This is an optimization exercise on Yosys and OpenROAD, whose aim is small area, a short achievable clock period and few clock cycles, not a production implementation. The RTL was checked by simulation tests, not by an equivalence proof against the original design. Power and IR drop assume default switching activity.

File: design/flow/config.mk
export PLATFORM = sky130hd
export DESIGN_NAME = multilevel_deadline_task_dispatcher
export DESIGN_NICKNAME = multilevel_deadline_task_dispatcher
export VERILOG_FILES = /design/flow/design.v
export SDC_FILE = /design/flow/constraint.sdc
export NUM_CORES = 4
export LEC_CHECK = 0
export CAP_MARGIN = 20
export CORE_MARGIN = 2
export CORE_UTILIZATION = 45
export PLACE_DENSITY = 0.6
export SLEW_MARGIN = 20
File: design/flow/constraint.sdc
create_clock -name core_clock -period 10.0 [get_ports {clk}]
set_input_delay 2.0000 -clock core_clock [delete_from_list [all_inputs] [get_ports {clk}]]
set_output_delay 2.0000 -clock core_clock [all_outputs]
set_load 0.01 [all_outputs]
File: design/flow/design.v
package mltd_pkg;
	localparam int MAX_TASKS_DEF = 32;
	localparam int LEVELS_DEF    = 3;
	localparam int TASK_W  = 16;
	localparam int KEY_W   = 38;
	localparam int BURST_W = 8;
	localparam int TIME_W  = 31;
	localparam int CMD_W   = 3;
	localparam logic signed [KEY_W-1:0] EXPIRED_KEY = 38'sh1F_FFFF_FFFF;
	localparam logic [15:0] LFSR_TAPS = 16'hB400;
	localparam logic [CMD_W-1:0] CMD_TIMER   = 3'd0;
	localparam logic [CMD_W-1:0] CMD_ARRIVAL = 3'd1;
	localparam logic [CMD_W-1:0] CMD_FINISH  = 3'd2;
	localparam logic [CMD_W-1:0] CMD_IO_REQ  = 3'd3;
	localparam logic [CMD_W-1:0] CMD_IO_END  = 3'd4;
	localparam logic [CMD_W-1:0] CMD_DECIDE  = 3'd5;
	localparam logic [2:0] REG_LEVEL_ZERO = 3'd0;
	localparam logic [2:0] REG_LEVEL_ONE  = 3'd1;
	localparam logic [2:0] REG_PERIOD     = 3'd2;
	localparam logic [2:0] REG_HIGH_WGT   = 3'd3;
	localparam logic [2:0] REG_LOW_WGT    = 3'd4;
	localparam logic [2:0] REG_SEED       = 3'd5;
	typedef struct packed {
		logic                     in_io;
		logic [TASK_W-1:0]        task_id;
		logic signed [KEY_W-1:0]  key;
		logic [BURST_W-1:0]       bursts;
	} entry_t;
	function automatic logic [15:0] lfsr_next(input logic [15:0] v);
		logic [15:0] n;
		n = v >> 1;
		if (v[0]) begin
			n = n ^ LFSR_TAPS;
		end
		if (n == 16'd0) begin
			n = 16'd1;
		end
		lfsr_next = n;
	endfunction
	function automatic logic [15:0] seed_of(input logic [15:0] s);
		seed_of = (s == 16'd0) ? 16'd1 : s;
	endfunction
endpackage
module mltd_smod #(
	parameter int DW = 32,
	parameter int VW = 16
) (
	input  logic          clk,
	input  logic          arst_n,
	input  logic          start,
	input  logic [DW-1:0] dividend,
	input  logic [VW-1:0] divisor,
	output logic          done,
	output logic [VW-1:0] rem
);
	localparam int CNW = $clog2(DW + 1);
	logic [DW-1:0]  sh_q;
	logic [VW-1:0]  r_q;
	logic [CNW-1:0] cnt_q;
	logic           run_q;
	logic           done_q;
	logic [VW:0]    t_w;
	logic [VW:0]    nxt_w;
	assign t_w   = {r_q, sh_q[DW-1]};
	assign nxt_w = (t_w >= {1'b0, divisor}) ? (t_w - {1'b0, divisor}) : t_w;
	always_ff @(posedge clk or negedge arst_n) begin
		if (!arst_n) begin
			run_q  <= 1'b0;
			done_q <= 1'b0;
			cnt_q  <= '0;
		end else begin
			done_q <= 1'b0;
			if (start) begin
				sh_q  <= dividend;
				r_q   <= '0;
				cnt_q <= CNW'(DW);
				run_q <= 1'b1;
			end else if (run_q) begin
				sh_q  <= sh_q << 1;
				r_q   <= nxt_w[VW-1:0];
				cnt_q <= cnt_q - 1'b1;
				if (cnt_q == CNW'(1)) begin
					run_q  <= 1'b0;
					done_q <= 1'b1;
				end
			end
		end
	end
	assign done = done_q;
	assign rem  = r_q;
endmodule
module mltd_table #(
	parameter int DEPTH = mltd_pkg::MAX_TASKS_DEF,
	parameter int AW = $clog2(DEPTH)
) (
	input  logic                  clk,
	input  logic                  we,
	input  logic [AW-1:0]         waddr,
	input  mltd_pkg::entry_t      wdata,
	input  logic [AW-1:0]         raddr,
	output mltd_pkg::entry_t      rdata
);
	logic [62:0] mem [DEPTH];
	always_ff @(posedge clk) begin
		if (we) begin
			mem[waddr] <= wdata;
		end
		rdata <= mem[raddr];
	end
endmodule
module multilevel_deadline_task_dispatcher #(
	parameter int MAX_TASKS = mltd_pkg::MAX_TASKS_DEF,
	parameter int LEVELS    = mltd_pkg::LEVELS_DEF
) (
	input  logic         clk,
	input  logic         arst_n,
	input  logic         s_tvalid,
	output logic         s_tready,
	input  logic [127:0] s_tdata,
	input  logic [2:0]   s_tuser,
	output logic         m_tvalid,
	input  logic         m_tready,
	output logic [39:0]  m_tdata,
	input  logic         psel,
	input  logic         penable,
	input  logic         pwrite,
	input  logic [4:0]   paddr,
	input  logic [31:0]  pwdata,
	output logic [31:0]  prdata,
	output logic         pready
);
	localparam int IW  = $clog2(MAX_TASKS);
	localparam int CW  = IW + 1;
	localparam int LVW = $clog2(LEVELS);
	localparam int RS  = 16 + $clog2(LEVELS);
	localparam logic [16:0] RM = 17'((1 << RS) / LEVELS + 1);
	localparam logic [LVW-1:0] LV_ONE = LVW'((1 < LEVELS - 1) ? 1 : LEVELS - 1);
	localparam logic [LVW-1:0] LV_TOP = LVW'(LEVELS - 1);
	localparam int KW = mltd_pkg::KEY_W;
	localparam int TW = mltd_pkg::TASK_W;
	typedef enum logic [2:0] {
		ST_IDLE, ST_MODT, ST_MODW, ST_SCAN, ST_WRITE, ST_DSTEP, ST_DWAIT, ST_RESULT
	} state_t;
	state_t state_q;
	logic [7:0]  lz_q, l1_q;
	logic [15:0] period_q, seed_q;
	logic [3:0]  hw_q, lw_q;
	logic [2:0]  cmd_q;
	logic        hp_q;
	logic [30:0] arr_q, dl_q, now_q;
	logic [15:0] id_q, busy_q;
	logic [31:0] tick_q;
	logic [15:0] lfsr_q;
	logic        ovf_q;
	logic [MAX_TASKS-1:0] valid_q;
	logic [CW-1:0] rd_q;
	logic          v_s1;
	logic [IW-1:0] idx_s1;
	logic          clr_q;
	logic          free_fnd_q, cm_fnd_q, im_fnd_q, bio_fnd_q;
	logic [IW-1:0] free_idx_q, cm_idx_q, im_idx_q;
	logic [7:0]    cm_b_q, im_b_q;
	logic signed [KW-1:0] bio_key_q;
	logic [TW-1:0] bio_task_q;
	logic                 lb_vld_q  [LEVELS];
	logic signed [KW-1:0] lb_key_q  [LEVELS];
	logic [TW-1:0]        lb_task_q [LEVELS];
	logic [15:0] draws_q;
	logic [15:0] cpu_res_q;
	logic        m_tvalid_q;
	logic [39:0] m_tdata_q;
	logic               mem_we;
	logic [IW-1:0]      mem_waddr;
	mltd_pkg::entry_t   mem_wdata;
	mltd_pkg::entry_t   mem_rdata;
	logic        tmod_done;
	logic [15:0] tmod_rem;
	logic [35:0]    rprod_w;
	logic [15:0]    rq_w;
	logic [15:0]    rrem_w;
	logic [LVW-1:0] lvl_w;
	logic signed [31:0] diff_w;
	logic [3:0]         wgt_w;
	logic signed [36:0] prod_w;
	logic signed [KW-1:0] key_w;
	logic          s_acc;
	logic          cfg_wr;
	logic          e_vld;
	logic [LVW-1:0] e_lvl;
	logic [7:0]    e_b;
	logic          any_cpu;
	logic [TW-1:0] fb_task;
	logic [7:0]    sat_b;
	assign s_tready = (state_q == ST_IDLE);
	assign s_acc    = s_tvalid && s_tready;
	assign pready   = 1'b1;
	assign cfg_wr   = psel && penable && pwrite;
	assign diff_w = $signed({1'b0, dl_q}) - $signed({1'b0, arr_q});
	assign wgt_w  = hp_q ? hw_q : lw_q;
	assign prod_w = diff_w * $signed({1'b0, wgt_w});
	assign key_w  = (now_q > dl_q) ? mltd_pkg::EXPIRED_KEY : {prod_w[36], prod_w};
	assign rprod_w = 36'(lfsr_q) * 36'(RM);
	assign rq_w    = rprod_w[RS +: 16];
	assign rrem_w  = lfsr_q - rq_w * 16'(LEVELS);
	assign lvl_w   = rrem_w[LVW-1:0];
	assign e_vld = valid_q[idx_s1];
	assign e_b   = clr_q ? 8'd0 : mem_rdata.bursts;
	assign sat_b = (cm_b_q == 8'hFF) ? cm_b_q : cm_b_q + 8'd1;
	always_comb begin
		if (e_b <= lz_q) begin
			e_lvl = '0;
		end else if (e_b <= l1_q) begin
			e_lvl = LV_ONE;
		end else begin
			e_lvl = LV_TOP;
		end
	end
	always_comb begin
		any_cpu = 1'b0;
		fb_task = '0;
		for (int l = LEVELS - 1; l >= 0; l--) begin
			if (lb_vld_q[l]) begin
				any_cpu = 1'b1;
				fb_task = lb_task_q[l];
			end
		end
	end
	always_comb begin
		case (paddr[4:2])
			mltd_pkg::REG_LEVEL_ZERO: prdata = {24'd0, lz_q};
			mltd_pkg::REG_LEVEL_ONE:  prdata = {24'd0, l1_q};
			mltd_pkg::REG_PERIOD:     prdata = {16'd0, period_q};
			mltd_pkg::REG_HIGH_WGT:   prdata = {28'd0, hw_q};
			mltd_pkg::REG_LOW_WGT:    prdata = {28'd0, lw_q};
			mltd_pkg::REG_SEED:       prdata = {16'd0, seed_q};
			default:                  prdata = 32'd0;
		endcase
	end
	always_comb begin
		mem_we    = 1'b0;
		mem_waddr = idx_s1;
		mem_wdata = mem_rdata;
		mem_wdata.bursts = 8'd0;
		if (state_q == ST_SCAN && v_s1 && clr_q) begin
			mem_we = 1'b1;
		end else if (state_q == ST_WRITE) begin
			mem_wdata.task_id = id_q;
			mem_wdata.key     = key_w;
			mem_waddr         = free_idx_q;
			case (cmd_q)
				mltd_pkg::CMD_ARRIVAL: begin
					mem_we          = free_fnd_q;
					mem_wdata.in_io = 1'b0;
				end
				mltd_pkg::CMD_IO_REQ: begin
					mem_wdata.in_io = 1'b1;
					if (cm_fnd_q) begin
						mem_we           = 1'b1;
						mem_waddr        = cm_idx_q;
						mem_wdata.bursts = sat_b;
					end else begin
						mem_we           = free_fnd_q;
						mem_wdata.bursts = 8'd1;
					end
				end
				mltd_pkg::CMD_IO_END: begin
					mem_wdata.in_io = 1'b0;
					if (im_fnd_q) begin
						mem_we           = 1'b1;
						mem_waddr        = im_idx_q;
						mem_wdata.bursts = im_b_q;
					end else begin
						mem_we = free_fnd_q;
					end
				end
				default: begin
					mem_we = 1'b0;
				end
			endcase
		end
	end
	mltd_table #(.DEPTH(MAX_TASKS), .AW(IW)) u_table (
		.clk   (clk),
		.we    (mem_we),
		.waddr (mem_waddr),
		.wdata (mem_wdata),
		.raddr (rd_q[IW-1:0]),
		.rdata (mem_rdata)
	);
	mltd_smod #(.DW(32), .VW(16)) u_tmod (
		.clk      (clk),
		.arst_n   (arst_n),
		.start    (state_q == ST_MODT),
		.dividend (tick_q),
		.divisor  (period_q),
		.done     (tmod_done),
		.rem      (tmod_rem)
	);
	always_ff @(posedge clk or negedge arst_n) begin
		if (!arst_n) begin
			state_q    <= ST_IDLE;
			lz_q       <= 8'd3;
			l1_q       <= 8'd10;
			period_q   <= 16'd20;
			hw_q       <= 4'd4;
			lw_q       <= 4'd5;
			seed_q     <= 16'd1;
			tick_q     <= '0;
			lfsr_q     <= 16'd1;
			ovf_q      <= 1'b0;
			valid_q    <= '0;
			rd_q       <= '0;
			v_s1       <= 1'b0;
			clr_q      <= 1'b0;
			m_tvalid_q <= 1'b0;
			draws_q    <= '0;
		end else begin
			if (m_tvalid_q && m_tready && state_q != ST_RESULT) begin
				m_tvalid_q <= 1'b0;
			end
			if (cfg_wr) begin
				case (paddr[4:2])
					mltd_pkg::REG_LEVEL_ZERO: lz_q <= pwdata[7:0];
					mltd_pkg::REG_LEVEL_ONE:  l1_q <= pwdata[7:0];
					mltd_pkg::REG_PERIOD:     period_q <= pwdata[15:0];
					mltd_pkg::REG_HIGH_WGT:   hw_q <= pwdata[3:0];
					mltd_pkg::REG_LOW_WGT:    lw_q <= pwdata[3:0];
					mltd_pkg::REG_SEED: begin
						seed_q <= pwdata[15:0];
						lfsr_q <= mltd_pkg::seed_of(pwdata[15:0]);
					end
					default: begin
					end
				endcase
			end
			case (state_q)
				ST_IDLE: begin
					if (s_acc) begin
						cmd_q  <= s_tuser;
						hp_q   <= s_tdata[0];
						arr_q  <= s_tdata[31:1];
						dl_q   <= s_tdata[62:32];
						id_q   <= s_tdata[78:63];
						now_q  <= s_tdata[109:79];
						busy_q <= s_tdata[125:110];
						clr_q      <= 1'b0;
						rd_q       <= '0;
						v_s1       <= 1'b0;
						free_fnd_q <= 1'b0;
						cm_fnd_q   <= 1'b0;
						im_fnd_q   <= 1'b0;
						bio_fnd_q  <= 1'b0;
						for (int l = 0; l < LEVELS; l++) begin
							lb_vld_q[l] <= 1'b0;
						end
						case (s_tuser)
							mltd_pkg::CMD_TIMER: tick_q <= tick_q + 32'd1;
							mltd_pkg::CMD_ARRIVAL,
							mltd_pkg::CMD_FINISH,
							mltd_pkg::CMD_IO_REQ,
							mltd_pkg::CMD_IO_END: state_q <= ST_SCAN;
							mltd_pkg::CMD_DECIDE: state_q <= ST_MODT;
							default: state_q <= ST_IDLE;
						endcase
					end
				end
				ST_MODT: begin
					state_q <= ST_MODW;
				end
				ST_MODW: begin
					if (tmod_done) begin
						clr_q   <= (period_q != 16'd0) && (tmod_rem == 16'd0);
						state_q <= ST_SCAN;
					end
				end
				ST_SCAN: begin
					if (rd_q != CW'(MAX_TASKS)) begin
						rd_q   <= rd_q + 1'b1;
						v_s1   <= 1'b1;
						idx_s1 <= rd_q[IW-1:0];
					end else begin
						v_s1 <= 1'b0;
					end
					if (v_s1) begin
						if (!e_vld && !free_fnd_q) begin
							free_fnd_q <= 1'b1;
							free_idx_q <= idx_s1;
						end
						if (e_vld && mem_rdata.task_id == id_q) begin
							if (!mem_rdata.in_io && !cm_fnd_q) begin
								cm_fnd_q <= 1'b1;
								cm_idx_q <= idx_s1;
								cm_b_q   <= mem_rdata.bursts;
							end
							if (mem_rdata.in_io && !im_fnd_q) begin
								im_fnd_q <= 1'b1;
								im_idx_q <= idx_s1;
								im_b_q   <= mem_rdata.bursts;
							end
						end
						if (e_vld && mem_rdata.in_io &&
								(!bio_fnd_q || mem_rdata.key < bio_key_q)) begin
							bio_fnd_q  <= 1'b1;
							bio_key_q  <= mem_rdata.key;
							bio_task_q <= mem_rdata.task_id;
						end
						for (int l = 0; l < LEVELS; l++) begin
							if (e_vld && !mem_rdata.in_io && e_lvl == LVW'(l) &&
									(!lb_vld_q[l] || mem_rdata.key < lb_key_q[l])) begin
								lb_vld_q[l]  <= 1'b1;
								lb_key_q[l]  <= mem_rdata.key;
								lb_task_q[l] <= mem_rdata.task_id;
							end
						end
					end
					if (rd_q == CW'(MAX_TASKS) && !v_s1) begin
						if (cmd_q == mltd_pkg::CMD_DECIDE) begin
							cpu_res_q <= '0;
							draws_q   <= '0;
							state_q   <= any_cpu ? ST_DSTEP : ST_RESULT;
						end else begin
							state_q <= ST_WRITE;
						end
					end
				end
				ST_WRITE: begin
					case (cmd_q)
						mltd_pkg::CMD_FINISH: begin
							if (cm_fnd_q) begin
								valid_q[cm_idx_q] <= 1'b0;
							end
							if (im_fnd_q) begin
								valid_q[im_idx_q] <= 1'b0;
							end
						end
						mltd_pkg::CMD_ARRIVAL: begin
							if (free_fnd_q) begin
								valid_q[free_idx_q] <= 1'b1;
							end else begin
								ovf_q <= 1'b1;
							end
						end
						mltd_pkg::CMD_IO_REQ: begin
							if (!cm_fnd_q) begin
								if (free_fnd_q) begin
									valid_q[free_idx_q] <= 1'b1;
								end else begin
									ovf_q <= 1'b1;
								end
							end
						end
						mltd_pkg::CMD_IO_END: begin
							if (!im_fnd_q) begin
								if (free_fnd_q) begin
									valid_q[free_idx_q] <= 1'b1;
								end else begin
									ovf_q <= 1'b1;
								end
							end
						end
						default: begin
						end
					endcase
					state_q <= ST_IDLE;
				end
				ST_DSTEP: begin
					lfsr_q  <= mltd_pkg::lfsr_next(lfsr_q);
					state_q <= ST_DWAIT;
				end
				ST_DWAIT: begin
					if (lb_vld_q[lvl_w]) begin
						cpu_res_q <= lb_task_q[lvl_w];
						state_q   <= ST_RESULT;
					end else if (draws_q == 16'hFFFE) begin
						cpu_res_q <= fb_task;
						state_q   <= ST_RESULT;
					end else begin
						draws_q <= draws_q + 16'd1;
						state_q <= ST_DSTEP;
					end
				end
				ST_RESULT: begin
					if (!m_tvalid_q || m_tready) begin
						m_tvalid_q <= 1'b1;
						m_tdata_q  <= {7'd0, ovf_q,
							(busy_q != 16'd0) ? busy_q : (bio_fnd_q ? bio_task_q : 16'd0),
							cpu_res_q};
						state_q <= ST_IDLE;
					end
				end
				default: begin
					state_q <= ST_IDLE;
				end
			endcase
		end
	end
	assign m_tvalid = m_tvalid_q;
	assign m_tdata  = m_tdata_q;
endmodule
File: design/flow/run.sh
#!/bin/bash
# synth_recipe.tcl (not shown) runs the flow's synth.tcl, then flattens the netlist and writes it again
# the make line also repeats each setting of config.mk as NAME=value (left out here)
make -C /OpenROAD-flow-scripts/flow DESIGN_CONFIG=/design/flow/config.mk WORK_HOME=/design/flow/orfs CLKGATE_MAP_FILE= SYNTH_SCRIPT=/design/flow/synth_recipe.tcl finish
==> results.txt <==
layer usage:
metal / vias up / global-route usage
li1: 27500 / -
met1: 33490 / 0.3132
met2: 2078 / 0.3495
met3: 364 / 0.03709
met4: 0 / 0.04530
met5: - / 0
cells in the final DEF (no fill, tap or decap), types with 15 or more instances in the layout:
cell / instances
xnor2_1: 91
edfxtp_1: 2501
fa_1: 118
nand3_1: 60
ha_1: 412
a21oi_1: 216
nand2_1: 292
conb_1: 24
o21ai_0: 188
nand2b_1: 54
inv_1: 542
mux4_2: 641
mux2i_1: 22
clkbuf_8: 19
dfxtp_1: 63
clkinv_2: 48
nor3_1: 40
xor2_1: 76
a22o_1: 20
clkbuf_1: 72
clkbuf_16: 310
o21bai_1: 15
a31oi_1: 30
nor2b_1: 45
o22a_1: 31
or2_2: 15
a21o_1: 96
clkdlybuf4s50_1: 204
nor2_4: 39
a211oi_1: 21
dfrtp_1: 157
o21a_1: 17
nor4_1: 34
buf_4: 138
a22oi_1: 54
and3_1: 34
nor2_1: 326
mux2_2: 116
nand4_1: 55
clkinv_1: 47
cell type report:
| cell class | instances | area (sq um) |
|---|---|---|
| Fill cell | 21110 | 127400 |
| Sequential cell | 2737 | 80720 |
| Multi-Input combinational cell | 3358 | 35510 |
| Clock buffer | 401 | 8289 |
| Tap cell | 3515 | 4398 |
| Timing Repair Buffer | 348 | 3184 |
| Inverter | 543 | 2038 |
| Clock inverter | 127 | 1008 |
| Antenna cell | 3 | 7.507 |
Yosys cell counts, drive strengths merged (18+ instances only):
cell    instances  area share
dfxtp          63       0.011
nor3           45      0.0020
nand2b         55      0.0030
fa            118       0.020
nand4          56      0.0030
nor2          368       0.012
dfrtp         162       0.034
nor4           35      0.0018
nand3          60      0.0025
inv           543       0.017
mux2i          25      0.0021
o21ai         193      0.0082
xor2           76      0.0056
a22o           20      0.0015
xnor2          92      0.0068
buf            70      0.0031
edfxtp       2501        0.63
and3           34      0.0018
mux2          116       0.011
nor2b          45      0.0024
a21oi         221      0.0094
o22a           37      0.0027
ha            412       0.043
mux4          641        0.12
a31oi          31      0.0016
nand2         292      0.0092
o21a           18      0.0011
a22oi          54      0.0034
a21o           96      0.0061
clkbuf        203      0.0064
a211oi         21      0.0013
power by group through the flow:
stage / Sequential (W) / Combinational (W) / Clock [W]
detailed placement: 0.0156 / 0.0241 / 0
finish: 0.0154 / 0.0240 / 0.0105
global placement: 0.0156 / 0.0243 / 0
floorplan: 0.0151 / 0.0212 / 0
global route: 0.0155 / 0.0263 / 0.0112
CTS: 0.0154 / 0.0243 / 0.0108
cells by family after synthesis:
| group | after synthesis |
|---|---|
| AO/OA/AOI/OAI | 788 |
| buffers and inverters | 816 |
| multiplexers | 782 |
| flip-flops | 2737 |
| other | 2 |
| adder cells (fa/ha/maj) | 530 |
| XOR/XNOR | 168 |
| AND/OR/NAND/NOR | 1066 |
worst max-delay path by stage:
stage / start / end / slack [ns] / cells after the start
floorplan: s_tvalid / arr_q[0] / 1.66 / 4
finish: lfsr_q[10] / cpu_res_q[8] / 1.11 / 31
global route: lfsr_q[10] / draws_q[11] / 0.37 / 33
CTS: lfsr_q[4] / cpu_res_q[11] / 0.97 / 31
detailed placement: lfsr_q[11] / cpu_res_q[11] / 0.99 / 31
global placement: lfsr_q[10] / cpu_res_q[11] / 0.90 / 31
critical path: cells and delay by family, from the launching register on:
family                   cells  cell delay, ns
adder cells (fa/ha/maj)     10            4.03
buffers and inverters        4            0.21
AND/OR/NAND/NOR              4            0.57
AO/OA/AOI/OAI                7            1.91
XOR/XNOR                     6            1.23
flip-flops                   1            0.58
flip-flops by register name, indices dropped and copies added (netlist names), 31 cells and up:
| name | count |
|---|---|
| tick_q | 32 |
| m_tdata_q | 33 |
| lb_key_q | 114 |
| arr_q | 31 |
| now_q | 31 |
| u_table.mem | 2016 |
| bio_key_q | 38 |
| valid_q | 32 |
| u_tmod.sh_q | 32 |
| u_table.rdata | 63 |
| dl_q | 31 |
| lb_task_q | 48 |
per-stage QoR:
| stage | std cells | hold slack, ns |
|---|---|---|
| 2_1_floorplan | 6911 | 0.4003 |
| 3_3_place_gp | 10500 | 0.4051 |
| 3_5_place_dp | 10500 | 0.4132 |
| 4_1_cts | 11030 | 0.4239 |
| 5_1_grt | 11030 | 0.4320 |
| 6_report | 11030 | 0.4291 |
==> results.json <==
{
  "crit_top_cell": "ha_1",
  "max_stage_delay_ns": 0.69,
  "die-height_um": 518.0,
  "met3_length_mm": 20.02,
  "placed_area_sq_um": 125800,
  "hold_viol": 0,
  "synth.distinct_cells": 85,
  "ios": 250,
  "wl_met1_mm": 128.1,
  "syn_inst": 6889,
  "timing.final.ws_setup_ns": 1.112,
  "yosysWarnings": 6,
  "finalPower_w": 0.04988,
  "nNetsFinal": 7997,
  "r2r_end": "cpu_res_q[8]",
  "vias": 63440,
  "gp_congestion": 0.8690,
  "ys_ff_latch": 2737,
  "grt_usage": 0.2173,
  "ys_async_sr_fraction": 0.06321,
  "switchingPower_w": 0.01947,
  "ys_seq_area_frac": 0.6789,
  "finalCritPeriodShare": 0.8888,
  "crit_fanout": 17,
  "fin_util": 0.5149,
  "top_layer": "met4",
  "die_area_sq_um": 268300,
  "drt-vias-per-instance": 5.750,
  "min_period_ns": 8.888,
  "p_int_w": 0.03041,
  "clock-sinks": 2737,
  "rows": 188,
  "clockBufferDepth": 4,
  "synth_edf_count": 2501,
  "grt_pass1_vias": 64350,
  "power_frac_comb": 0.480,
  "remaining_drc_errors": 0,
  "critPathKind": "reg -> reg",
  "drt_iter0_drc": 6394,
  "hold_class": "reg -> reg",
  "worstMarginPinSlew_ns": 1.157,
  "synth.cell_area_sq_um": 118900,
  "r2r_cells": 31,
  "rrSetupSlack_ns": 1.11,
  "area_delta_synth_final_pct": 13.71,
  "p_leak_nw": 47.21,
  "synth_area_per_cell_sq_um": 17.26,
  "critPathSlowestCell": "ha_1",
  "clk_pin_slew_ns": 0.06,
  "swShare": 0.3903,
  "grt_pass1_wl_mm": 431.6,
  "totalWireLength_mm": 293.3,
  "synth_xor_area_frac": 0.01238,
  "hpwl_mm": 172.9,
  "powerDensity_nw_per_um2": 369.1,
  "synth-main-ff-cell": "edfxtp_1",
  "end_kind": "register",
  "insertion_delay_ns": 0.93,
  "max_freq_mhz": 112.5,
  "totalNegativeSetupSlack_ns": 0,
  "cp-start-kind": "register",
  "grt_overflow": 0,
  "status": "complete, no violations",
  "post_cts_buffers": 0,
  "dp_slack_ns": 0.9877,
  "io_buffer_count": 205,
  "rsz0062_at_grt": "false",
  "maxCapViolCount": 0,
  "die_x_um": 518.0,
  "start_util": 0.4528,
  "h-tree-depth": 5,
  "drive_gt1_frac": 0.1898,
  "coreArea_sq_um": 262500,
  "cts_root_buffer": "clkbuf_16",
  "numCtsBuffers": 304,
  "cts_tree": "done",
  "ctsHoldBuffers": 0,
  "met2_length_mm": 140.3,
  "dr.pass1.iters": 6,
  "relSlewSlack": 0.2290,
  "clock-skew-final_ns": 0.06537,
  "drtAntennaViolNets": 0,
  "synth_top_family_by_area": "multiplexers",
  "min_path_cells": 0,
  "min_to": "m_tdata_q[1]",
  "crit_required_ns": 10.55,
  "cp.arrival_ns": 9.44,
  "p_clk_frac": 0.211,
  "yosys.area_share.simple": 0.04195,
  "grt_max_degree": 151,
  "p_seq_frac": 0.308,
  "stdcell_area_sq_um": 135200,
  "setup_viol": 0,
  "synth_adder_area_share": 0.06324,
  "ctsResizeCount": 0,
  "antenna_found_initial": 13,
  "synthMuxAreaShare": 0.1345,
  "finalMaxSlewViolations": 0,
  "worstReg2RegStart": "lfsr_q[10]",
  "synth_compound_area_frac": 0.04222,
  "hold_start": "cpu_res_q[1]",
  "peakVddDrop_mv": 2.031,
  "wl_per_cell_um": 26.59
}
Testbench counts, summed over its fixed seeds: cycles 187,876.

port drivers added, routing unchanged:
The results above use ideal ports. As a check the final layout listed here was re-extracted and re-timed, cells and wires unchanged.
Step 1 (the two cells are an assumption about what drives the block):
set clk [get_ports {clk}]
set_driving_cell -lib_cell sky130_fd_sc_hd__clkbuf_16 $clk
set_driving_cell -lib_cell sky130_fd_sc_hd__buf_2 [delete_from_list [all_inputs] $clk]
Step 2 also shifts input and output timing later by t, the mid clock arrival at the registers, as if the neighbouring blocks saw the same clock.
Slacks: ideal / step 1 / step 2; pairs: ideal / step 1.
t, ns: 1.004
setup WS [ns]: 1.112 / 1.112 / 1.112
worst register clock-pin slew, ns: 0.07 / 0.07
After both steps setup and hold are still met in this run. For this run, drivers alone change the setup slack by 0.000 ns; drivers and shift together by 0.000 ns.
